Context: an optimization exercise on an open-source flow, tuned for a short achievable clock period and few clock cycles per item. The choices shown serve that exercise and are no tape-out recipe.
The RTL was checked by simulation tests, not by an equivalence proof against the original design.
Power and IR drop assume default switching activity.

==> design/flow/design.v <==
package rv_isa_pkg;
    typedef logic [2:0] funct3_t;   
    typedef logic [4:0] reg_idx_t;  
    typedef enum logic [6:0] {
        opc_op     = 7'b0110011,  
        opc_op_imm = 7'b0010011,  
        opc_load   = 7'b0000011,
        opc_store  = 7'b0100011,
        opc_branch = 7'b1100011,
        opc_jal    = 7'b1101111,
        opc_jalr   = 7'b1100111,
        opc_lui    = 7'b0110111,
        opc_auipc  = 7'b0010111,
        opc_other  = 7'b0000000   
    } opcode_t;
    typedef enum logic [3:0] {
        alu_add,
        alu_sub,
        alu_sll,
        alu_slt,
        alu_sltu,
        alu_xor,
        alu_srl,
        alu_sra,
        alu_or,
        alu_and,
        alu_pass_b  
    } alu_op_t;
    typedef enum logic [1:0] {
        wb_alu,
        wb_load,
        wb_pc_plus4
    } wb_sel_t;
endpackage
package cpu_types_pkg;
    typedef logic [31:0] word_t;      
    typedef logic [3:0]  byte_mask_t;  
    typedef enum logic [2:0] {
        st_fetch_req,   
        st_fetch_wait,  
        st_decode,      
        st_execute,     
        st_mem_wait,    
        st_load_wb,     
        st_next         
    } seq_state_t;
    localparam int CYCLES_PER_INSTR = 7;
endpackage
`timescale 1ns/1ps
module ks_add #(
    parameter int W = 32,
    parameter int L = 5       
) (
    input  logic [W-1:0] a,
    input  logic [W-1:0] b,
    input  logic         cin,
    output logic [W-1:0] s,
    output logic         cout
);
    logic [W-1:0]       p0;
    logic [L:0][W-1:0]  g;
    logic [L:0][W-1:0]  p;
    assign p0   = a ^ b;
    assign g[0] = (a & b) | {{(W-1){1'b0}}, p0[0] & cin};
    assign p[0] = p0;
    genvar l, i;
    generate
        for (l = 1; l <= L; l++)
        begin : lvl
            for (i = 0; i < W; i++)
            begin : bit_
                if (i >= (1 << (l - 1)))
                begin : comb
                    assign g[l][i] = g[l-1][i] | (p[l-1][i] & g[l-1][i - (1 << (l - 1))]);
                    assign p[l][i] = p[l-1][i] & p[l-1][i - (1 << (l - 1))];
                end
                else
                begin : pass
                    assign g[l][i] = g[l-1][i];
                    assign p[l][i] = p[l-1][i];
                end
            end
        end
    endgenerate
    assign s    = p0 ^ {g[L][W-2:0], cin};
    assign cout = g[L][W-1];
endmodule
`timescale 1ns/1ps
module ks_ltu #(
    parameter int W = 32,
    parameter int L = 5       
) (
    input  logic [W-1:0] a,
    input  logic [W-1:0] b,
    output logic         lt
);
    logic [L:0][W-1:0] l;     
    logic [L:0][W-1:0] e;     
    assign l[0] = ~a & b;
    assign e[0] = ~(a ^ b);
    genvar k, i;
    generate
        for (k = 1; k <= L; k++)
        begin : lvl
            for (i = 0; i < W; i++)
            begin : bit_
                if (i >= (1 << (k - 1)))
                begin : comb
                    assign l[k][i] = l[k-1][i] | (e[k-1][i] & l[k-1][i - (1 << (k - 1))]);
                    assign e[k][i] = e[k-1][i] & e[k-1][i - (1 << (k - 1))];
                end
                else
                begin : pass
                    assign l[k][i] = l[k-1][i];
                    assign e[k][i] = e[k-1][i];
                end
            end
        end
    endgenerate
    assign lt = l[L][W-1];
endmodule
`timescale 1ns/1ps
module cpu_top #(
    parameter cpu_types_pkg::word_t RESET_PC = '0
) (
    input  logic                      clk,
    input  logic                      rst,
    input  cpu_types_pkg::word_t      instr_out,
    input  cpu_types_pkg::word_t      data_out,
    output logic                      instr_read,
    output logic                      data_read,
    output cpu_types_pkg::word_t      instr_addr,
    output cpu_types_pkg::word_t      data_addr,
    output cpu_types_pkg::word_t      data_in,
    output cpu_types_pkg::byte_mask_t data_write
);
    localparam logic [6:0] OPC_OP     = 7'b0110011;
    localparam logic [6:0] OPC_OP_IMM = 7'b0010011;
    localparam logic [6:0] OPC_LOAD   = 7'b0000011;
    localparam logic [6:0] OPC_STORE  = 7'b0100011;
    localparam logic [6:0] OPC_BRANCH = 7'b1100011;
    localparam logic [6:0] OPC_JAL    = 7'b1101111;
    localparam logic [6:0] OPC_JALR   = 7'b1100111;
    localparam logic [6:0] OPC_LUI    = 7'b0110111;
    localparam logic [6:0] OPC_AUIPC  = 7'b0010111;
    localparam int BI = 4;
    localparam int BN = 1 << BI;
    localparam int TW = 10;
    logic [31:2] pc_f;        
    logic [31:2] i_pc;        
    logic        i_valid;     
    logic        i_hit;       
    logic        i_pt;
    logic [31:2] i_ptgt;
    logic [1:0]  i_cnt;
    logic          bt_v   [BN];
    logic [TW-1:0] bt_tag [BN];
    logic [31:2]   bt_tgt [BN];
    logic [1:0]    bt_cnt [BN];
    logic        d_valid;
    logic [31:0] d_iw;
    logic [31:2] d_pc;
    logic [31:1] d_sel1;      
    logic [31:1] d_sel2;
    logic        d_hit;       
    logic        d_pt;        
    logic [31:2] d_ptgt;
    logic [1:0]  d_cnt;
    logic        ex_valid;
    logic [31:2] ex_pc;
    logic [4:0]  ex_rd;
    logic        ex_wen;      
    logic [31:0] ex_a;        
    logic [31:0] ex_b;        
    logic [31:0] ex_rs2;
    logic [31:0] ex_imm;
    logic [2:0]  ex_f3;
    logic        ex_is_load;
    logic        ex_is_store;
    logic        ex_is_branch;
    logic        ex_is_jal;
    logic        ex_is_jalr;
    logic        ex_pt;       
    logic [31:2] ex_ptgt;
    logic [31:2] ex_btgt;     
    logic        ex_r_t;      
    logic        ex_hit;
    logic [1:0]  ex_cnt;
    logic        ex_sel_alu;
    logic        ex_sel_lui;
    logic        ex_sel_auipc;
    logic        ex_sel_link;
    logic        ex_op_add, ex_op_sub, ex_op_sll, ex_op_slt, ex_op_sltu;
    logic        ex_op_xor, ex_op_srl, ex_op_sra, ex_op_or, ex_op_and;
    logic [31:0] m_addr;
    logic [3:0]  m_mask;
    logic [31:0] m_wdata;
    logic        m_read;
    logic        m_ld;        
    logic [4:0]  m_rd;
    logic [2:0]  m_f3;
    logic        w_ld;
    logic [4:0]  w_rd;
    logic        w_b0, w_b1, w_b2, w_b3, w_h0, w_h1, w_w, w_sb, w_sh;
    logic [31:0] regs [1:31];
    assign instr_addr = {pc_f, 2'b00};
    assign instr_read = 1'b1;
    assign data_addr  = m_addr;
    assign data_write = m_mask;
    assign data_in    = m_wdata;
    assign data_read  = m_read;
    logic [31:0] ld_val;
    logic        ld_sgn;
    assign ld_sgn = (w_sb && ((w_b0 && data_out[7]) || (w_b1 && data_out[15]) ||
                              (w_b2 && data_out[23]) || (w_b3 && data_out[31])))
                 || (w_sh && ((w_h0 && data_out[15]) || (w_h1 && data_out[31])));
    assign ld_val[7:0]   = ({8{w_w || w_h0 || w_b0}} & data_out[7:0])
                         | ({8{w_b1}} & data_out[15:8])
                         | ({8{w_h1 || w_b2}} & data_out[23:16])
                         | ({8{w_b3}} & data_out[31:24]);
    assign ld_val[15:8]  = ({8{w_w || w_h0}} & data_out[15:8])
                         | ({8{w_h1}} & data_out[31:24])
                         | {8{ld_sgn && (w_b0 || w_b1 || w_b2 || w_b3)}};
    assign ld_val[31:16] = ({16{w_w}} & data_out[31:16])
                         | {16{ld_sgn}};
    logic [31:0] add_res;
    logic [31:0] sub_res;
    logic        eq, lt, ltu;
    logic [31:0] alu_res;
    logic [31:0] ex_other;
    logic [31:0] ex_res;
    logic [31:0] agu;
    logic        taken;
    logic        ex_ctl;
    logic        act_t;
    logic [31:2] act_tgt;
    logic        ex_redirect;
    logic [31:2] ex_target;
    logic [31:2] ex_pc4;
    logic [31:0] ex_aux;      
    logic [31:2] ex_pc4r;
    logic [3:0]  st_mask;
    logic [31:0] st_data;
    logic        ex_wr;       
    ks_add #(.W(32)) u_add (.a(ex_a), .b(ex_b),  .cin(1'b0), .s(add_res), .cout());
    ks_add #(.W(32)) u_sub (.a(ex_a), .b(~ex_b), .cin(1'b1), .s(sub_res), .cout());
    ks_ltu #(.W(32)) u_ltu (.a(ex_a), .b(ex_b), .lt(ltu));
    ks_ltu #(.W(32)) u_lt  (.a({~ex_a[31], ex_a[30:0]}), .b({~ex_b[31], ex_b[30:0]}), .lt(lt));
    assign eq      = (ex_a == ex_b);
    assign alu_res = ({32{ex_op_sll}}  & (ex_a << ex_b[4:0]))
                   | ({32{ex_op_xor}}  & (ex_a ^ ex_b))
                   | ({32{ex_op_srl}}  & (ex_a >> ex_b[4:0]))
                   | ({32{ex_op_sra}}  & 32'($signed(ex_a) >>> ex_b[4:0]))
                   | ({32{ex_op_or}}   & (ex_a | ex_b))
                   | ({32{ex_op_and}}  & (ex_a & ex_b));
    assign ex_pc4 = ex_pc4r;
    assign ex_other = alu_res
                    | ({32{ex_sel_lui | ex_sel_auipc}} & ex_aux)
                    | ({32{ex_sel_link}} & {ex_pc4, 2'b00});
    always_comb
    begin
        if (ex_op_add)
            ex_res = add_res;
        else if (ex_op_sub)
            ex_res = sub_res;
        else if (ex_op_slt)
            ex_res = {31'b0, lt};
        else if (ex_op_sltu)
            ex_res = {31'b0, ltu};
        else
            ex_res = ex_other;
    end
    ks_add #(.W(32)) u_agu (.a(ex_a), .b(ex_imm), .cin(1'b0), .s(agu), .cout());
    always_comb
    begin
        case (ex_f3)
            3'b000:  taken = eq;
            3'b001:  taken = !eq;
            3'b100:  taken = lt;
            3'b101:  taken = !lt;
            3'b110:  taken = ltu;
            3'b111:  taken = !ltu;
            default: taken = 1'b0;
        endcase
    end
    assign ex_ctl      = ex_is_jal || ex_is_jalr || ex_is_branch;
    assign act_t       = ex_is_jal || ex_is_jalr || (ex_is_branch && taken);
    assign act_tgt     = ex_is_jalr ? agu[31:2] : ex_btgt;   
    always_comb
    begin
        if (ex_is_branch)
            ex_redirect = ex_valid && (taken ? ex_r_t : ex_pt);
        else if (ex_is_jalr)
            ex_redirect = ex_valid && (!ex_pt || ex_ptgt != agu[31:2]);
        else
            ex_redirect = ex_valid && (ex_is_jal ? ex_r_t : ex_pt);
    end
    assign ex_target   = act_t ? act_tgt : ex_pc4;
    assign ex_wr       = ex_valid && ex_wen;
    always_comb
    begin
        st_mask = 4'b0000;
        st_data = ex_rs2;
        case (ex_f3)
            3'b000:
            begin
                st_mask = 4'b0001 << agu[1:0];
                st_data = {4{ex_rs2[7:0]}};
            end
            3'b001:
            begin
                if (!agu[0])
                    st_mask = agu[1] ? 4'b1100 : 4'b0011;
                st_data = {2{ex_rs2[15:0]}};
            end
            3'b010:
                if (agu[1:0] == 2'b00)
                    st_mask = 4'b1111;
            default: st_mask = 4'b0000;
        endcase
    end
    logic [6:0]  opc;
    logic [4:0]  d_rd, d_rs1, d_rs2;
    logic [2:0]  d_f3;
    logic        d_op, d_opi, d_load, d_store, d_branch, d_jal, d_jalr, d_lui, d_auipc;
    logic        use1, use2;
    logic [31:0] imm_i, imm_s, imm_b, imm_u, imm_j;
    logic [31:0] d_imm;
    logic [31:0] rf1, rf2;
    logic [31:0] d_rs1v, d_rs2v;
    logic [31:0] d_b;
    logic        d_use_rs2;
    logic        fwd_e1, fwd_e2, fwd_w1, fwd_w2;
    logic        hazard;
    logic        stall;
    logic        d_redir_nt;
    logic [31:2] d_jbtgt;     
    logic [31:2] d_ftgt;
    logic        d_same, known_t, known_nt, static_t;
    logic        d_fuse;
    logic        d_take;
    logic [31:2] d_ttgt;
    logic        d_redirect;
    logic [31:2] d_pc1;
    logic        d_ptn;
    logic [31:2] d_ptgtn;
    assign opc   = d_iw[6:0];
    assign d_rd  = d_iw[11:7];
    assign d_f3  = d_iw[14:12];
    assign d_rs1 = d_iw[19:15];
    assign d_rs2 = d_iw[24:20];
    assign d_op     = (opc == OPC_OP);
    assign d_opi    = (opc == OPC_OP_IMM);
    assign d_load   = (opc == OPC_LOAD);
    assign d_store  = (opc == OPC_STORE);
    assign d_branch = (opc == OPC_BRANCH);
    assign d_jal    = (opc == OPC_JAL);
    assign d_jalr   = (opc == OPC_JALR);
    assign d_lui    = (opc == OPC_LUI);
    assign d_auipc  = (opc == OPC_AUIPC);
    assign use1 = d_op | d_opi | d_load | d_store | d_branch | d_jalr;
    assign use2 = d_op | d_store | d_branch;
    assign imm_i = {{20{d_iw[31]}}, d_iw[31:20]};
    assign imm_s = {{20{d_iw[31]}}, d_iw[31:25], d_iw[11:7]};
    assign imm_b = {{19{d_iw[31]}}, d_iw[31], d_iw[7], d_iw[30:25], d_iw[11:8], 1'b0};
    assign imm_u = {d_iw[31:12], 12'b0};
    assign imm_j = {{11{d_iw[31]}}, d_iw[31], d_iw[19:12], d_iw[20], d_iw[30:21], 1'b0};
    always_comb
    begin
        if (d_store)
            d_imm = imm_s;
        else if (d_branch)
            d_imm = imm_b;
        else if (d_jal)
            d_imm = imm_j;
        else if (d_lui || d_auipc)
            d_imm = imm_u;
        else
            d_imm = imm_i;
    end
    always_comb
    begin
        rf1 = 32'b0;
        rf2 = 32'b0;
        for (int i = 1; i < 32; i++)
        begin
            rf1 = rf1 | ({32{d_sel1[i]}} & regs[i]);
            rf2 = rf2 | ({32{d_sel2[i]}} & regs[i]);
        end
    end
    assign fwd_e1 = ex_wr && ex_rd == d_rs1;
    assign fwd_e2 = ex_wr && ex_rd == d_rs2;
    assign fwd_w1 = w_ld && w_rd == d_rs1;
    assign fwd_w2 = w_ld && w_rd == d_rs2;
    assign d_rs1v = ({32{fwd_e1}} & ex_res) | ({32{fwd_w1 && !fwd_e1}} & ld_val)
                  | ({32{!fwd_e1 && !fwd_w1}} & rf1);
    assign d_rs2v = ({32{fwd_e2}} & ex_res) | ({32{fwd_w2 && !fwd_e2}} & ld_val)
                  | ({32{!fwd_e2 && !fwd_w2}} & rf2);
    assign d_b    = d_use_rs2 ? d_rs2v : d_imm;
    assign d_use_rs2 = d_op || d_branch;
    assign hazard = (ex_valid && ex_is_load && ex_rd != 5'd0 &&
                     ((use1 && ex_rd == d_rs1) || (use2 && ex_rd == d_rs2)))
                 || (m_ld && ((use1 && m_rd == d_rs1) || (use2 && m_rd == d_rs2)));
    assign stall = d_valid && hazard;
    logic [31:2] d_tj, d_tb;
    ks_add #(.W(30)) u_dtj (.a(d_pc), .b(imm_j[31:2]), .cin(1'b0), .s(d_tj), .cout());
    ks_add #(.W(30)) u_dtb (.a(d_pc), .b(imm_b[31:2]), .cin(1'b0), .s(d_tb), .cout());
    assign d_jbtgt    = d_jal ? d_tj : d_tb;
    logic [31:12] d_uhi;
    ks_add #(.W(20), .L(5)) u_dup (.a(d_auipc ? d_pc[31:12] : 20'd0), .b(d_iw[31:12]), .cin(1'b0),
                                  .s(d_uhi), .cout());
    ks_add #(.W(30)) u_dft (.a(ex_aux[31:2]), .b(imm_i[31:2]), .cin(1'b0), .s(d_ftgt), .cout());
    assign d_same     = (d_rs1 == d_rs2);
    assign known_t    = d_same && (d_f3 == 3'b000 || d_f3 == 3'b101 || d_f3 == 3'b111);
    assign known_nt   = (d_same && (d_f3 == 3'b001 || d_f3 == 3'b100 || d_f3 == 3'b110))
                     || d_f3 == 3'b010 || d_f3 == 3'b011;
    assign static_t   = known_t || (!known_nt && (d_iw[31] || d_f3 == 3'b001));
    assign d_fuse     = d_jalr && ex_wr && (ex_sel_lui || ex_sel_auipc) && ex_rd == d_rs1;
    assign d_take     = !d_pt && (d_jal || (d_branch && !d_hit && static_t) || d_fuse);
    assign d_ttgt     = d_jalr ? d_ftgt : d_jbtgt;
    assign d_redir_nt = d_pt && !(d_jal || d_branch || d_jalr);
    assign d_redirect = d_valid && !hazard && (d_redir_nt || d_take);
    assign d_pc1      = d_pc + 30'd1;
    assign d_ptn      = d_take || (d_pt && !d_redir_nt);
    assign d_ptgtn    = d_take ? d_ttgt : d_ptgt;
    logic [BI-1:0] f_idx;
    logic [TW-1:0] f_tag;
    logic          f_hit, f_pt;
    assign f_idx = pc_f[BI+1:2];
    assign f_tag = {pc_f[31], pc_f[BI+2 +: TW-1]};
    assign f_hit = bt_v[f_idx] && bt_tag[f_idx] == f_tag;
    assign f_pt  = f_hit && bt_cnt[f_idx][1];
    logic        rewind;
    logic        s_ex, s_dt, s_dn, s_rw, s_f;
    logic [31:2] f_next;
    logic [31:2] pc_next;
    assign rewind = stall && i_valid;
    assign f_next = f_pt ? bt_tgt[f_idx] : pc_f + 30'd1;
    assign s_ex   = ex_redirect;
    assign s_dt   = !ex_redirect && d_redirect && d_take;
    assign s_dn   = !ex_redirect && d_redirect && !d_take;
    assign s_rw   = !ex_redirect && !d_redirect && rewind;
    assign s_f    = !ex_redirect && !d_redirect && !rewind;
    assign pc_next = ({30{s_ex}} & ex_target)
                   | ({30{s_dt}} & d_ttgt)
                   | ({30{s_dn}} & d_pc1)
                   | ({30{s_rw}} & i_pc)
                   | ({30{s_f}}  & f_next);
    always_ff @(posedge clk)
    begin
        if (rst)
        begin
            pc_f    <= RESET_PC[31:2];
            i_pc    <= RESET_PC[31:2];
            i_valid <= 1'b0;
            i_pt    <= 1'b0;
            i_hit   <= 1'b0;
            d_valid <= 1'b0;
            d_pt    <= 1'b0;
            d_hit   <= 1'b0;
        end
        else
        begin
            pc_f    <= pc_next;
            i_pc    <= pc_f;
            i_valid <= !(ex_redirect || d_redirect) && !(stall && i_valid);
            i_hit   <= f_hit;
            i_pt    <= f_pt;
            if (!stall)
            begin
                d_valid <= i_valid && !ex_redirect && !d_redirect;
                d_pt    <= i_pt;
                d_hit   <= i_hit;
            end
            else if (ex_redirect)
                d_valid <= 1'b0;
        end
    end
    always_ff @(posedge clk)
    begin
        i_ptgt <= bt_tgt[f_idx];
        i_cnt  <= bt_cnt[f_idx];
        if (!stall)
        begin
            d_iw   <= instr_out;
            for (int i = 1; i < 32; i++)
            begin
                d_sel1[i] <= (instr_out[19:15] == 5'(i));
                d_sel2[i] <= (instr_out[24:20] == 5'(i));
            end
            d_pc   <= i_pc;
            d_ptgt <= i_ptgt;
            d_cnt  <= i_cnt;
        end
    end
    logic          u_we;
    logic          u_set;
    logic [BI-1:0] u_idx;
    logic [TW-1:0] u_tag;
    logic [31:2]   u_tgt;
    logic [1:0]    u_cnt;
    always_ff @(posedge clk)
    begin
        if (rst)
            u_we <= 1'b0;
        else
            u_we <= ex_valid && ex_ctl && (act_t || ex_hit);
        u_set <= act_t;
        u_idx <= ex_pc[BI+1:2];
        u_tag <= {ex_pc[31], ex_pc[BI+2 +: TW-1]};
        u_tgt <= act_tgt;
        if (act_t)
        begin
            if (!ex_is_branch)
                u_cnt <= 2'b11;
            else if (!ex_hit)
                u_cnt <= 2'b10;
            else
                u_cnt <= (ex_cnt == 2'b11) ? 2'b11 : ex_cnt + 2'b01;
        end
        else
            u_cnt <= (ex_cnt == 2'b00) ? 2'b00 : ex_cnt - 2'b01;
    end
    always_ff @(posedge clk)
    begin
        for (int i = 0; i < BN; i++)
        begin
            if (rst)
                bt_v[i] <= 1'b0;
            else if (u_we && u_idx == BI'(i))
            begin
                bt_cnt[i] <= u_cnt;
                if (u_set)
                begin
                    bt_v[i]   <= 1'b1;
                    bt_tag[i] <= u_tag;
                    bt_tgt[i] <= u_tgt;
                end
            end
        end
    end
    always_ff @(posedge clk)
    begin
        if (rst)
            ex_valid <= 1'b0;
        else
            ex_valid <= d_valid && !hazard && !ex_redirect;
    end
    always_ff @(posedge clk)
    begin
        ex_pc        <= d_pc;
        ex_rd        <= d_rd;
        ex_wen       <= (d_op || d_opi || d_lui || d_auipc || d_jal || d_jalr) && d_rd != 5'd0;
        ex_a         <= d_rs1v;
        ex_b         <= d_b;
        ex_rs2       <= d_rs2v;
        ex_imm       <= d_imm;
        ex_f3        <= d_f3;
        ex_is_load   <= d_load;
        ex_is_store  <= d_store;
        ex_is_branch <= d_branch;
        ex_is_jal    <= d_jal;
        ex_is_jalr   <= d_jalr;
        ex_pt        <= d_ptn;
        ex_ptgt      <= d_ptgtn;
        ex_btgt      <= d_jbtgt;
        ex_r_t       <= !d_ptn || (!d_take && d_ptgt != d_jbtgt);
        ex_hit       <= d_hit;
        ex_cnt       <= d_cnt;
        ex_sel_alu   <= d_op || d_opi;
        ex_sel_lui   <= d_lui;
        ex_aux       <= {d_uhi, d_auipc ? {d_pc[11:2], 2'b00} : 12'd0};
        ex_pc4r      <= d_pc1;
        ex_sel_auipc <= d_auipc;
        ex_sel_link  <= d_jal || d_jalr;
        ex_op_add    <= (d_opi && d_f3 == 3'b000) || (d_op && d_f3 == 3'b000 && !d_iw[30]);
        ex_op_sub    <= d_op && d_f3 == 3'b000 && d_iw[30];
        ex_op_sll    <= (d_op || d_opi) && d_f3 == 3'b001;
        ex_op_slt    <= (d_op || d_opi) && d_f3 == 3'b010;
        ex_op_sltu   <= (d_op || d_opi) && d_f3 == 3'b011;
        ex_op_xor    <= (d_op || d_opi) && d_f3 == 3'b100;
        ex_op_srl    <= (d_op || d_opi) && d_f3 == 3'b101 && !d_iw[30];
        ex_op_sra    <= (d_op || d_opi) && d_f3 == 3'b101 && d_iw[30];
        ex_op_or     <= (d_op || d_opi) && d_f3 == 3'b110;
        ex_op_and    <= (d_op || d_opi) && d_f3 == 3'b111;
    end
    always_ff @(posedge clk)
    begin
        if (rst)
        begin
            m_mask <= 4'b0000;
            m_read <= 1'b0;
            m_ld   <= 1'b0;
        end
        else
        begin
            m_mask <= (ex_valid && ex_is_store) ? st_mask : 4'b0000;
            m_read <= ex_valid && ex_is_load;
            m_ld   <= ex_valid && ex_is_load && ex_rd != 5'd0;
        end
    end
    always_ff @(posedge clk)
    begin
        m_addr  <= agu;
        m_wdata <= st_data;
        m_rd    <= ex_rd;
        m_f3    <= ex_f3;
    end
    always_ff @(posedge clk)
    begin
        if (rst)
            w_ld <= 1'b0;
        else
            w_ld <= m_ld && !(ex_wr && ex_rd == m_rd);
    end
    always_ff @(posedge clk)
    begin
        w_rd  <= m_rd;
        w_b0  <= m_f3[1:0] == 2'b00 && m_addr[1:0] == 2'd0;
        w_b1  <= m_f3[1:0] == 2'b00 && m_addr[1:0] == 2'd1;
        w_b2  <= m_f3[1:0] == 2'b00 && m_addr[1:0] == 2'd2;
        w_b3  <= m_f3[1:0] == 2'b00 && m_addr[1:0] == 2'd3;
        w_h0  <= m_f3[1:0] == 2'b01 && !m_addr[1];
        w_h1  <= m_f3[1:0] == 2'b01 && m_addr[1];
        w_w   <= m_f3[1] || (m_f3[2] && m_f3[1:0] == 2'b11);
        w_sb  <= m_f3 == 3'b000;
        w_sh  <= m_f3 == 3'b001;
    end
    always_ff @(posedge clk)
    begin
        for (int i = 1; i < 32; i++)
        begin
            if (rst)
                regs[i] <= '0;
            else if (ex_wr && ex_rd == 5'(i))
                regs[i] <= ex_res;
            else if (w_ld && w_rd == 5'(i))
                regs[i] <= ld_val;
        end
    end
endmodule
==> design/flow/flow/run.sh <==
#!/bin/bash
# The standard layout (standard.sh, synthesis unchanged) with three resizer settings:
#  - repair_timing keeps a large setup margin, so it works towards a shorter period than the
#    15 ns the SDC names (the SDC itself is the standard flow's, unchanged);
#  - the resizer may change a cell's footprint when sizing;
#  - the port buffers are buf_4 rather than the delay cell buffer_ports picks by default.
# make's output goes to standard_flow.log; each ORFS step keeps its own log under orfs/logs.
set -euo pipefail
bash standard.sh SETUP_SLACK_MARGIN=10.5 MATCH_CELL_FOOTPRINT=0 \
  'BUFFER_PORTS_ARGS=-buffer_cell sky130_fd_sc_hd__buf_4' finish > standard_flow.log 2>&1
==> design/flow/standard.sh <==
#!/bin/bash
# synth_recipe.tcl (not shown) runs the flow's synth.tcl, then flattens the netlist and writes it again
# the make line also repeats each setting of config.mk as NAME=value (left out here)
make -C /OpenROAD-flow-scripts/flow DESIGN_CONFIG=/design/flow/config.mk WORK_HOME=/design/flow/orfs CLKGATE_MAP_FILE= SYNTH_SCRIPT=/design/flow/synth_recipe.tcl "${@:-finish}"
==> design/flow/config.mk <==
export PLATFORM = sky130hd
export DESIGN_NAME = cpu_top
export DESIGN_NICKNAME = cpu_top
export VERILOG_FILES = /design/flow/design.v
export SDC_FILE = /design/flow/constraint.sdc
export NUM_CORES = 4
export LEC_CHECK = 0
export ABC_CLOCK_PERIOD_IN_PS = 2500
export CAP_MARGIN = 20
export CELL_PAD_IN_SITES_DETAIL_PLACEMENT = 1
export CELL_PAD_IN_SITES_GLOBAL_PLACEMENT = 2
export CORE_MARGIN = 2
export CORE_UTILIZATION = 25
export PLACE_DENSITY = 0.5
export SLEW_MARGIN = 20
export TNS_END_PERCENT = 20
==> design/flow/constraint.sdc <==
create_clock -name core_clock -period 15.0 [get_ports {clk}]
set_input_delay 3.0000 -clock core_clock [delete_from_list [all_inputs] [get_ports {clk}]]
set_output_delay 3.0000 -clock core_clock [all_outputs]
set_load 0.01 [all_outputs]
==> results of run 1 <==
[power by group through the flow]
stage	Sequential (W)	Combinational [W]	Clock (W)
after detailed placement	0.00708	0.00129	0
after CTS	0.00693	0.00143	0.00795
final	0.00693	0.00155	0.00785
after global placement	0.00707	0.00128	0
after floorplan	0.00697	0.000642	0
after global routing	0.00694	0.00158	0.00818
[cell type report]
cell class / instances / area (um2)
Fill cell: 53600 / 332000
Multi-Input combinational cell: 9368 / 62700
Sequential cell: 2370 / 55900
Clock buffer: 444 / 8830
Timing Repair Buffer: 887 / 8560
Tap cell: 6400 / 8010
Clock inverter: 113 / 1560
Inverter: 184 / 733
Antenna cell: 69 / 173
[cells in the mapped netlist, drive strengths merged (15+ instances only)]
cell / count
a2111oi: 23
a211o: 23
a211oi: 508
a21boi: 15
a21o: 87
a21oi: 997
a221o: 18
a221oi: 378
a222oi: 100
a22o: 328
a22oi: 501
a31oi: 46
a32oi: 15
a41oi: 31
and2: 244
and3: 45
buf: 170
clkbuf: 1035
dfxtp: 1542
edfxtp: 828
ha: 254
inv: 181
mux2: 119
mux2i: 183
mux4: 57
nand2: 934
nand2b: 51
nand3: 189
nand4: 175
nor2: 1895
nor2b: 68
nor3: 194
nor4: 30
o2111ai: 15
o211ai: 330
o21a: 126
o21ai: 616
o21bai: 28
o221ai: 17
o22ai: 186
o31ai: 25
or2: 30
or3: 37
xnor2: 149
xor2: 94
[repair_timing]
action                                  4_1_cts  5_1_grt
gates resized for setup                     484      238
endpoints found under the setup margin     1583     1057
cloned                                       24       13
pin swaps                                    59       69
hold endpoints to repair                      0        0
buffers inserted                            100       98
[cell families (layout without fill, tap and decap cells)]
logic type,after synthesis,in the layout,synth area share
other cells,2,72,0.0000626
mux,359,359,0.0371
xor+xnor,254,254,0.0198
fa+ha+maj,261,261,0.0277
simple gates,3952,3953,0.144
buf+inv,1389,1628,0.0449
flops,2370,2370,0.464
compound gates,4532,4538,0.262
[per-stage QoR]
stage / setup WS [ns] / area, um2 / hold WS, ns
2_1_floorplan: 9.76 / 120000 / 0.310
3_3_place_gp: 7.88 / 130000 / 0.319
3_5_place_dp: 7.82 / 130000 / 0.315
4_1_cts: 10.28 / 144000 / 0.306
5_1_grt: 10.22 / 146000 / 0.311
6_report: 10.31 / 146000 / 0.325
[per-layer routing]
metal  vias up  part of all wire  routed length (um)
met3      1860             0.086               71600
li1      49200                 -                   -
met1     63500              0.44              367000
met4        34             0.060               49700
met2      7101              0.41              346000
met5         -           0.00026                 220
[final timing paths]
check / to / slack (ns) / cells after the start
worst max-delay path: data_read / 10.31 / 1
worst min-delay path: ex_cnt[1]$_DFF_P_ / 0.33 / 0
worst max register to register: regs[2][25]$_SDFFE_PP0P_ / 10.37 / 18
worst min register to register: ex_cnt[1]$_DFF_P_ / 0.33 / 0
[layout by cell type, fill, tap and decap left out, drive strengths merged, types with 189 or more instances in the layout]
| cell | netlist | routed |
|---|---|---|
| and2 | 244 | 244 |
| dfxtp | 1542 | 1542 |
| a21oi | 997 | 1002 |
| nand2 | 934 | 934 |
| o21ai | 616 | 616 |
| buf | 170 | 859 |
| nor3 | 194 | 194 |
| o211ai | 330 | 330 |
| nor2 | 1895 | 1895 |
| a221oi | 378 | 378 |
| nand3 | 189 | 189 |
| ha | 254 | 254 |
| a22oi | 501 | 501 |
| a22o | 328 | 329 |
| a211oi | 508 | 508 |
| edfxtp | 828 | 828 |
| clkbuf | 1035 | 472 |
==> results.txt, run 1 <==
status=timing/DRC/antenna clean; # clock sinks=roughly 2400; minimum clock period=approximately 4.7 ns; Die W=about 700 um; Clock transition at path regs=around 0.060 ns; 1st-iter DRT viols=16800; sequential area share after synthesis=0.464; H-tree lvl count=5; Rel. slew slack=0.164; Avg WL per Cell=between 40 and 50 um; final net count=13400; Cells after DPL=19000; die area=between 400000 and 500000 um2; crit path launch type=flip-flop; worst-case clock buffer depth=4; largest net degree at the start of global routing=about 120; Hold Path Class=reg2reg; met1 usage=0.456; grt ovf=0; Pwr Total=around 0.016 W; Initial Util=0.251; Power Density=about 110 nW/um2; TritonCTS clock tree=built; via-per-instance ratio=6.13; worst r2r src=ex_a[10]$_DFF_P_; Mapped Cells=around 13000; worst path arrival time=1.69 ns; Top FF cell, synth=dfxtp_1; Post-Syn Area=120000 um2; WP data required=~12 ns; synth warn=6; final wirelength=between 800000 and 900000 um; combinational power share=0.095; Final ANT Viol Nets=0; RSZ-0062 raised after global routing=yes; # IOs=roughly 170; Largest Register=regs; Post-CTS Hold Buffers=0; Final Hold Viols=0; flops & latches, synth=between 2000 and 2500; Worst Path Max Fanout=1; GRT met3 Usage=0.0690; Worst Skew=between 0.09 and 0.1 ns; GPL Wtd Cong=around 0.94; core area=478000 um2; P_leak=50.1 nW; busiest layer in global routing=met2; vias in the first global route=approximately 120k; PortBufs=approximately 160; GR Util All Layers=0.327; Peak VDD IR=0.107 mV; Post-DP HPWL=~530000 um; fin util=0.306; Num CTS Buffers=305; fraction of layout instances using a drive strength above 1=0.160; area grow syn2layout=22.0%; worst path buffer plus inverter count=1; synth top area cells=dfxtp_1 (26%), edfxtp_1 (21%), nor2_1 (5.9%), a21oi_1 (4.1%), clkbuf_1 (3.2%); Unique masters post-synth=between 100 and 150; crit share post-route=0.313; Switching Fraction=0.279; Post-Syn Area per Cell=approximately 9.1 um2; Worst-Margin Slew=1.25 ns; CTS root buffer=clkbuf_16; Cell Count, Final, Fillers Out=19800; Highest Clock Rate=~0.21 GHz; Slew Limit Fails=0; internal power=~0.012 W; Top Registers=regs (992), bt_tgt (480), bt_tag (160); Clk Latency, worst-skew pair=a little over 1 ns; slowest cell delay on critical path=a little over 0.5 ns; min-delay src=d_cnt[1]$_DFFE_PN_; drt drc=0; DR vias=about 120k; clock share of power=0.481; initial antenna violation count=approximately 110; post-synth top area cell=dfxtp_1; slowest CP cell=dfxtp_2; Top Family by Delay on Critical Path=flip-flops; first-pass GRT wire length=~1100000 um; Yosys top cell area share=0.257; # setup viols final=0; Post-synth EDFFs=828; crit path from=m_read$_SDFF_PP0_; max reg flops=992; async set-reset flop share out of synthesis=0; height of the die=about 700 um; critical path endpoint category=primary output; row count=between 200 and 300; met2 GRT Util=0.475; switching pwr=roughly 0.0046 W; sequential power share=0.425; critical path type=reg2out; CP cell instances=buf_4; max-cap violation count=0; setup TNS=0 ns; DR pass1 iterations=10
Testbench counts, summed over its fixed seeds: cycles 12,192, instructions 10,229.
==> inputs of run 2 (changes only) <==
--- a/design/flow/design.v
+++ b/design/flow/design.v
@@ -203,2 +203,5 @@
     logic [4:0]  w_rd;
+    logic        v_ld;        
+    logic [4:0]  v_rd;
+    logic [31:0] v_val;
     logic        w_b0, w_b1, w_b2, w_b3, w_h0, w_h1, w_w, w_sb, w_sh;
@@ -249,2 +252,10 @@
     assign eq      = (ex_a == ex_b);
+    logic [31:2] jt_k;
+    logic [31:2] jt_c;        
+    logic        jt_c2;       
+    logic        jt_eq;
+    assign jt_k  = ex_ptgt;
+    assign jt_c2 = (ex_a[1] & ex_imm[1]) | ((ex_a[1] | ex_imm[1]) & ex_a[0] & ex_imm[0]);
+    assign jt_c  = (ex_a[31:2] & ex_imm[31:2]) | ((ex_a[31:2] | ex_imm[31:2]) & ~jt_k);
+    assign jt_eq = ((ex_a[31:2] ^ ex_imm[31:2] ^ jt_k) == {jt_c[30:2], jt_c2});
     assign alu_res = ({32{ex_op_sll}}  & (ex_a << ex_b[4:0]))
@@ -293,3 +304,3 @@
         else if (ex_is_jalr)
-            ex_redirect = ex_valid && (!ex_pt || ex_ptgt != agu[31:2]);
+            ex_redirect = ex_valid && (!ex_pt || !jt_eq);
         else
@@ -332,3 +343,4 @@
     logic        d_use_rs2;
-    logic        fwd_e1, fwd_e2, fwd_w1, fwd_w2;
+    logic        fwd_e1, fwd_e2, fwd_w1, fwd_w2, fwd_v1, fwd_v2;
+    logic [31:0] rf1v, rf2v;
     logic        hazard;
@@ -394,6 +406,10 @@
     assign fwd_w2 = w_ld && w_rd == d_rs2;
+    assign fwd_v1 = v_ld && v_rd == d_rs1;
+    assign fwd_v2 = v_ld && v_rd == d_rs2;
+    assign rf1v   = fwd_v1 ? v_val : rf1;
+    assign rf2v   = fwd_v2 ? v_val : rf2;
     assign d_rs1v = ({32{fwd_e1}} & ex_res) | ({32{fwd_w1 && !fwd_e1}} & ld_val)
-                  | ({32{!fwd_e1 && !fwd_w1}} & rf1);
+                  | ({32{!fwd_e1 && !fwd_w1}} & rf1v);
     assign d_rs2v = ({32{fwd_e2}} & ex_res) | ({32{fwd_w2 && !fwd_e2}} & ld_val)
-                  | ({32{!fwd_e2 && !fwd_w2}} & rf2);
+                  | ({32{!fwd_e2 && !fwd_w2}} & rf2v);
     assign d_b    = d_use_rs2 ? d_rs2v : d_imm;
@@ -614,2 +630,6 @@
             w_ld <= m_ld && !(ex_wr && ex_rd == m_rd);
+        if (rst)
+            v_ld <= 1'b0;
+        else
+            v_ld <= w_ld && !(ex_wr && ex_rd == w_rd);
     end
@@ -618,2 +638,4 @@
         w_rd  <= m_rd;
+        v_rd  <= w_rd;
+        v_val <= ld_val;
         w_b0  <= m_f3[1:0] == 2'b00 && m_addr[1:0] == 2'd0;
@@ -636,4 +658,4 @@
                 regs[i] <= ex_res;
-            else if (w_ld && w_rd == 5'(i))
-                regs[i] <= ld_val;
+            else if (v_ld && v_rd == 5'(i))
+                regs[i] <= v_val;
         end
--- a/design/flow/config.mk
+++ b/design/flow/config.mk
@@ -15,2 +15 @@
 export SLEW_MARGIN = 20
-export TNS_END_PERCENT = 20
==> results.txt, run 2 <==
status=timing/DRC/antenna clean; PortBufs=164; max-cap violation count=0; # IOs=168; DR pass1 iterations=10; Die W=702 um; synth warn=6; slowest cell delay on critical path=around 1 ns; Final Hold Viols=0; grt ovf=0; GR Util All Layers=0.365; Highest Clock Rate=between 0.2 and 0.25 GHz; synth top area cells=dfxtp_1 (26%), edfxtp_1 (20%), nand2_1 (7.3%), nor2_1 (3.7%), a311oi_1 (3.6%); Post-Syn Area=around 120000 um2; WP data required=approximately 16 ns; critical path type=reg2reg; core area=roughly 490000 um2; Mapped Cells=13400; fraction of layout instances using a drive strength above 1=0.159; Num CTS Buffers=313; GPL Wtd Cong=0.945; Post-synth top cells=nand2_1 (2366), dfxtp_1 (1580), nor2_1 (1187); commonest non-fill, non-tap cell in the layout=nand2_1; Hold Path Class=reg2reg; row count=256; Worst Skew=a little over 0.1 ns; TritonCTS clock tree=built; final net count=around 14000; critical path endpoint category=flip-flop; Avg WL per Cell=~47 um; largest net degree at the start of global routing=about 90; Unique masters post-synth=95; area grow syn2layout=21.2%; Slew Limit Fails=0; minimum clock period=between 4 and 5 ns; # clock sinks=about 2400; Clock transition at path regs=around 0.060 ns; first-pass GRT wire length=about 1200000 um; Pwr Total=0.0165 W; worst r2r src=v_rd[2]$_DFF_P_; min-delay src=ex_pc[13]$_DFF_P_; Top Registers=regs (992), bt_tgt (480), bt_tag (160); Top Family by Delay on Critical Path=compound AO/OA/AOI/OAI gates; setup TNS=0 ns; Final ANT Viol Nets=0; Rel. slew slack=0.0951; flops & latches, synth=~2400; # setup viols final=0; DR vias=around 130k; Largest Register=regs; Post-DP HPWL=around 580000 um; CTS root buffer=clkbuf_16; Top FF cell, synth=dfxtp_1; count leader, synth=nand2_1; WHS Path Cells=0; Hold Path End=u_tag[7]$_DFF_P_; H-tree lvl count=5; Yosys top cell area share=0.260; path depth of the worst reg2reg path=9; Power Density=112 nW/um2; RSZ-0062 raised after global routing=yes; initial antenna violation count=~180; crit share post-route=0.305; crit path launch type=flip-flop; via-per-instance ratio=6.49; Worst Path Max Fanout=23; Worst R2R End=ex_b[20]$_DFF_P_; Post-synth EDFFs=828; drt drc=0; CP cell instances=buf_4 -> xor2_1 -> nor4_1 -> nand3_4 -> buf_4 -> o22ai_2 -> o21ai_1 -> mux2_4 -> mux2_4; Post-CTS Hold Buffers=0; worst path buffer plus inverter count=2; post-synth top area cell=dfxtp_1; async set-reset flop share out of synthesis=0; Post-Syn Area per Cell=9.12 um2; most frequent cells in the layout=nand2_1 (2314), dfxtp_1 (1490), nor2_1 (1108); final wirelength=around 940000 um; worst-case clock buffer depth=4; height of the die=between 700 and 800 um; P_leak=about 51 nW; Clk Latency, worst-skew pair=~1.0 ns; setup slack, reg-to-reg=around 10 ns; sequential area share after synthesis=0.464; Peak VDD IR=between 0.08 and 0.09 mV; die area=between 400000 and 500000 um2; worst path arrival time=about 5.5 ns; slowest CP cell=o22ai_2; vias in the first global route=between 100k and 150k; Worst-Margin Slew=approximately 1.4 ns; Initial Util=0.251; 1st-iter DRT viols=21100; max reg flops=~990
run 2: cell types whose count changed after synthesis, moves of 63 or more:
cell / before / now
o22ai_1: 185 / 30
mux2i_1: 183 / 73
o21a_1: 126 / 40
clkbuf_1: 1035 / 1098
and3_1: 45 / 311
nor2_1: 1895 / 1187
o211ai_1: 329 / 76
nand3_1: 189 / 269
o21ai_0: 587 / 256
nand2_1: 933 / 2366
a311oi_1: 14 / 502
a21oi_1: 993 / 564
and2_1: 242 / 51
run 2: cell type report:
class,count,area [um2]
flip-flops and latches,2408,56800
repair buffers,869,8040
clock buffers,445,9100
multi-input cells,9431,62800
diodes,149,373
clock inverters,126,1400
fillers,54800,338000
inverters,241,940
well taps,6450,8070
run 2: stage by stage:
stage | worst slack [ns] | instance area (um2) | hold slack, ns | utilization | std cells
2_1_floorplan | 9.98 | 122000 | 0.310 | - | 13400
3_3_place_gp | 7.95 | 132000 | 0.322 | 0.271 | 19200
3_5_place_dp | 7.91 | 132000 | 0.313 | 0.272 | 19200
4_1_cts | 10.35 | 146000 | 0.335 | 0.300 | 19900
5_1_grt | 10.39 | 147000 | 0.342 | 0.303 | 20000
6_report | 10.42 | 148000 | 0.336 | 0.304 | 20100
run 2: repair_timing:
item,4_1_cts,5_1_grt
endpoints found under the setup margin,1520,791
pin swaps,43,45
resized for setup,507,165
setup buffers,123,56
cloned,19,2
run 2: cell families after synthesis:
| family | synth area share |
|---|---|
| other cells | 0.0000617 |
| compound gates | 0.235 |
| mux | 0.0276 |
| simple gates | 0.170 |
| fa+ha+maj | 0.0351 |
| buf+inv | 0.0481 |
| xor+xnor | 0.0207 |
| flops | 0.464 |
run 2: metal layers:
metal	global-route usage	share of wire
met1	0.481	0.41
met2	0.517	0.41
met3	0.114	0.11
met5	0.00255	0.00037
met4	0.222	0.070
run 2: worst max-delay path by stage:
stage,cells past startpoint,start,endpoint
floorplan,6,rst,bt_tag[0][0]$_DFFE_PP_
finish,9,v_rd[2]$_DFF_P_,ex_b[20]$_DFF_P_
global placement,6,rst,regs[10][0]$_SDFFE_PP0P_
CTS,2,pc_f[4]$_SDFF_PP0_,instr_addr[4]
detailed placement,6,rst,regs[29][6]$_SDFFE_PP0P_
global route,2,pc_f[4]$_SDFF_PP0_,instr_addr[4]
run 2: power by group:
part | internal (W) | total [W] | switching [W]
sequential | 0.00686 | 0.00702 | 0.000161
combinational | 0.000398 | 0.00152 | 0.00112
clock | 0.00459 | 0.00797 | 0.00339
Testbench counts of run 2, summed over its fixed seeds: cycles 12,192, instructions 10,229.
==> inputs of run 3 (changes only) <==
--- a/design/flow/config.mk
+++ b/design/flow/config.mk
@@ -8,3 +8,3 @@
 export ABC_CLOCK_PERIOD_IN_PS = 2500
-export CAP_MARGIN = 20
+export CAP_MARGIN = 40
 export CELL_PAD_IN_SITES_DETAIL_PLACEMENT = 1
@@ -14,2 +14,2 @@
 export PLACE_DENSITY = 0.5
-export SLEW_MARGIN = 20
+export SLEW_MARGIN = 30
==> results.txt, run 3 <==
status=timing/DRC/antenna clean; first-pass GRT wire length=between 1000000 and 1500000 um; Initial Util=0.251; Top FF cell, synth=dfxtp_1; Post-DP HPWL=slightly below 600000 um; Largest Register=regs; Final ANT Viol Nets=0; initial antenna violation count=~150; worst path arrival time=1.60 ns; CTS root buffer=clkbuf_16; GPL Wtd Cong=roughly 0.94; fraction of layout instances using a drive strength above 1=0.165; # IOs=roughly 170; row count=~260; adder and majority gate portion of the synthesized area=0.0351; CP cell instances=buf_12 -> buf_8; vias in the first global route=between 100k and 150k; DR pass1 iterations=10; via-per-instance ratio=approximately 6.5; die area=around 500000 um2; Power Density=roughly 110 nW/um2; Top Registers=regs (992), bt_tgt (480), bt_tag (160); 1st-iter DRT viols=a little over 20000; Mapped Cells=~13000; P_leak=between 50 and 60 nW; DR vias=between 100k and 150k; sequential area share after synthesis=0.464; synth warn=6; H-tree lvl count=5; core area=486000 um2; Rel. slew slack=0.306; Final Hold Viols=0; critical path type=reg2out; Clock transition at path regs=about 0.060 ns; Pwr Total=around 0.017 W; Num CTS Buffers=~320; largest family of logic cells by synthesized area=compound AO/OA/AOI/OAI gates; Worst-Margin Slew=between 1 and 1.5 ns; Yosys top cell area share=0.260; Highest Clock Rate=approximately 0.22 GHz; Top Family by Delay on Critical Path=flip-flops; Post-Syn Area=122000 um2; Compound-Gate Fraction of Synth Area=0.235; Crit path depth=2; PortBufs=164; slowest CP cell=dfxtp_4; final net count=between 10000 and 15000; flops & latches, synth=between 2000 and 2500; drt drc=0; minimum clock period=about 4.6 ns; final wirelength=around 930000 um; setup TNS=0 ns; Post-Syn Area per Cell=around 9.1 um2; Post-Synth Simple-Gate Area=0.170; Worst Skew=~0.084 ns; setup slack, reg-to-reg=~10 ns; max reg flops=just under 1000; height of the die=roughly 700 um; met2 wire len=385000 um; # clock sinks=roughly 2400; max-cap violation count=0; Peak VDD IR=between 0.09 and 0.1 mV; met3 WL=about 100000 um; Hold Path Class=reg2reg; slowest cell delay on critical path=0.36 ns; WP data required=roughly 12 ns; Unique masters post-synth=95; crit path from=pc_f[4]$_SDFF_PP0_; async set-reset flop share out of synthesis=0; post-synth top area cell=dfxtp_1; Setup WS pre-CTS=roughly 8.1 ns; area grow syn2layout=22.7%; top sig layer=met5; largest net degree at the start of global routing=between 80 and 90; GR Util All Layers=0.364; Clk Latency, worst-skew pair=~1.0 ns; Slew Limit Fails=0; Metal-1 WL=384000 um; grt ovf=0; share of synthesized area spent on multiplexers=0.0276; final worst-path setup slack=roughly 10 ns; worst path buffer plus inverter count=2; Die W=702 um; crit share post-route=0.307; TritonCTS clock tree=built; Worst R2R End=ex_b[21]$_DFF_P_; Synth Area in XOR/XNOR=0.0207; commonest non-fill, non-tap cell in the layout=nand2_1; RSZ-0062 raised after global routing=yes; end point of the critical path=instr_addr[4]; crit path launch type=flip-flop; path depth of the worst reg2reg path=11; worst-case clock buffer depth=4; # setup viols final=0; synth top area cells=dfxtp_1 (26%), edfxtp_1 (20%), nand2_1 (7.3%), nor2_1 (3.7%), a311oi_1 (3.6%); count leader, synth=nand2_1; most frequent cells in the layout=nand2_1 (2314), dfxtp_1 (1485), nor2_1 (1109); Worst Path Max Fanout=2; worst r2r src=d_iw[22]$_DFFE_PN_; critical path endpoint category=primary output; Avg WL per Cell=~46 um; Post-synth EDFFs=between 800 and 900; Post-synth top cells=nand2_1 (2366), dfxtp_1 (1580), nor2_1 (1187)
-- run 3: cell counts after synthesis --
No cell type changed its count.
-- run 3: kinds of logic (layout without fill, tap and decap cells) --
family                   after synthesis  count (layout)
buffers and inverters               1518            1797
AND/OR/NAND/NOR                     4787            4788
flip-flops                          2408            2408
multiplexers                         240             240
XOR/XNOR                             288             288
AO/OA/AOI/OAI                       3787            3787
other                                  2             138
adder cells (fa/ha/maj)              320             320
-- run 3: worst min-delay path by stage --
stage                     startpoint               end  slack, ns  cells after the start
detailed placement  ex_pc[5]$_DFF_P_  u_idx[3]$_DFF_P_       0.31                      0
global placement    ex_pc[3]$_DFF_P_  u_idx[1]$_DFF_P_       0.32                      0
CTS                 ex_pc[7]$_DFF_P_  u_tag[1]$_DFF_P_       0.32                      0
finish              ex_pc[7]$_DFF_P_  u_tag[1]$_DFF_P_       0.32                      0
floorplan           ex_pc[2]$_DFF_P_  u_idx[0]$_DFF_P_       0.31                      0
global route        ex_pc[7]$_DFF_P_  u_tag[1]$_DFF_P_       0.33                      0
-- run 3: routing by layer --
metal  vias up  global-route usage
met5         -                   0
met4        17               0.218
met3      3037               0.114
met2     10200               0.518
met1     67900               0.479
li1      49800                   -
-- run 3: report_power, final --
part           switching [W]  leakage, nW  internal (W)
clock network        0.00340         5.16       0.00466
registers           0.000155         20.7       0.00686
logic                0.00112         26.4      0.000415
-- run 3: area by class of cell --
cell class / instances / area, um2
Multi-Input combinational cell: 9426 / 62800
Clock buffer: 459 / 9210
Clock inverter: 114 / 1390
Fill cell: 54700 / 336000
Antenna cell: 135 / 338
Sequential cell: 2408 / 56800
Timing Repair Buffer: 983 / 9830
Inverter: 241 / 943
Tap cell: 6450 / 8070
-- run 3: stage by stage --
| step | cell area, um2 | instances | utilization | hold WS, ns |
|---|---|---|---|---|
| global route | 149000 | 20100 | 0.307 | 0.329 |
| global placement | 132000 | 19200 | 0.271 | 0.322 |
| finish | 149000 | 20200 | 0.308 | 0.323 |
| floorplan | 122000 | 13400 | - | 0.310 |
| detailed placement | 134000 | 19300 | 0.276 | 0.313 |
| CTS | 147000 | 20000 | 0.303 | 0.320 |
-- run 3: repair_timing --
action | in CTS | in global routing
setup endpoints to repair | 1292 | 590
cloned | 11 | 5
hold buffers | 0 | 0
pin swaps | 33 | 58
buffers inserted | 114 | 73
resized for setup | 465 | 173
-- run 3: worst register-to-register path: stages, from the launching register on --
cell and delay, ns:
edfxtp_1 0.43, buf_12 0.19, buf_4 0.20, xor2_1 0.18
nor4_1 0.47, nand3_4 0.64, buf_4 0.57, buf_4 0.35
a211oi_2 0.80, a211oi_2 0.12, a21oi_1 0.36, mux2_4 0.21

[port drivers added, routing unchanged]
The flow's constraints put no driver on any port. The routed layouts listed below were extracted and timed again, unchanged, in two steps.
Step 1 (the two cells are an assumption about what drives the block):
set clk [get_ports {clk}]
set_driving_cell -lib_cell sky130_fd_sc_hd__clkbuf_16 $clk
set_driving_cell -lib_cell sky130_fd_sc_hd__buf_2 [delete_from_list [all_inputs] $clk]
Step 2, shift: input delay + t, output delay - t, t = (earliest + latest rising clock arrival at the registers) / 2. This alone moves slack from input paths to output paths.
a / b / c = no drivers / after step 1 / after step 2; a / b = the first two.
run	t, ns	slack for setup (ns)	hold WS [ns]
run 1	1.098	10.307 / 10.196 / 9.240	0.325 / 0.325 / 0.325
run 2	1.107	10.422 / 10.308 / 9.430	0.336 / 0.336 / 0.336
run 3	1.115	10.399 / 10.280 / 9.392	0.323 / 0.323 / 0.323
After both steps every run listed still meets setup and hold. For run 1, which loses most, drivers alone change the setup slack by -0.111 ns; drivers and shift together by -1.067 ns.
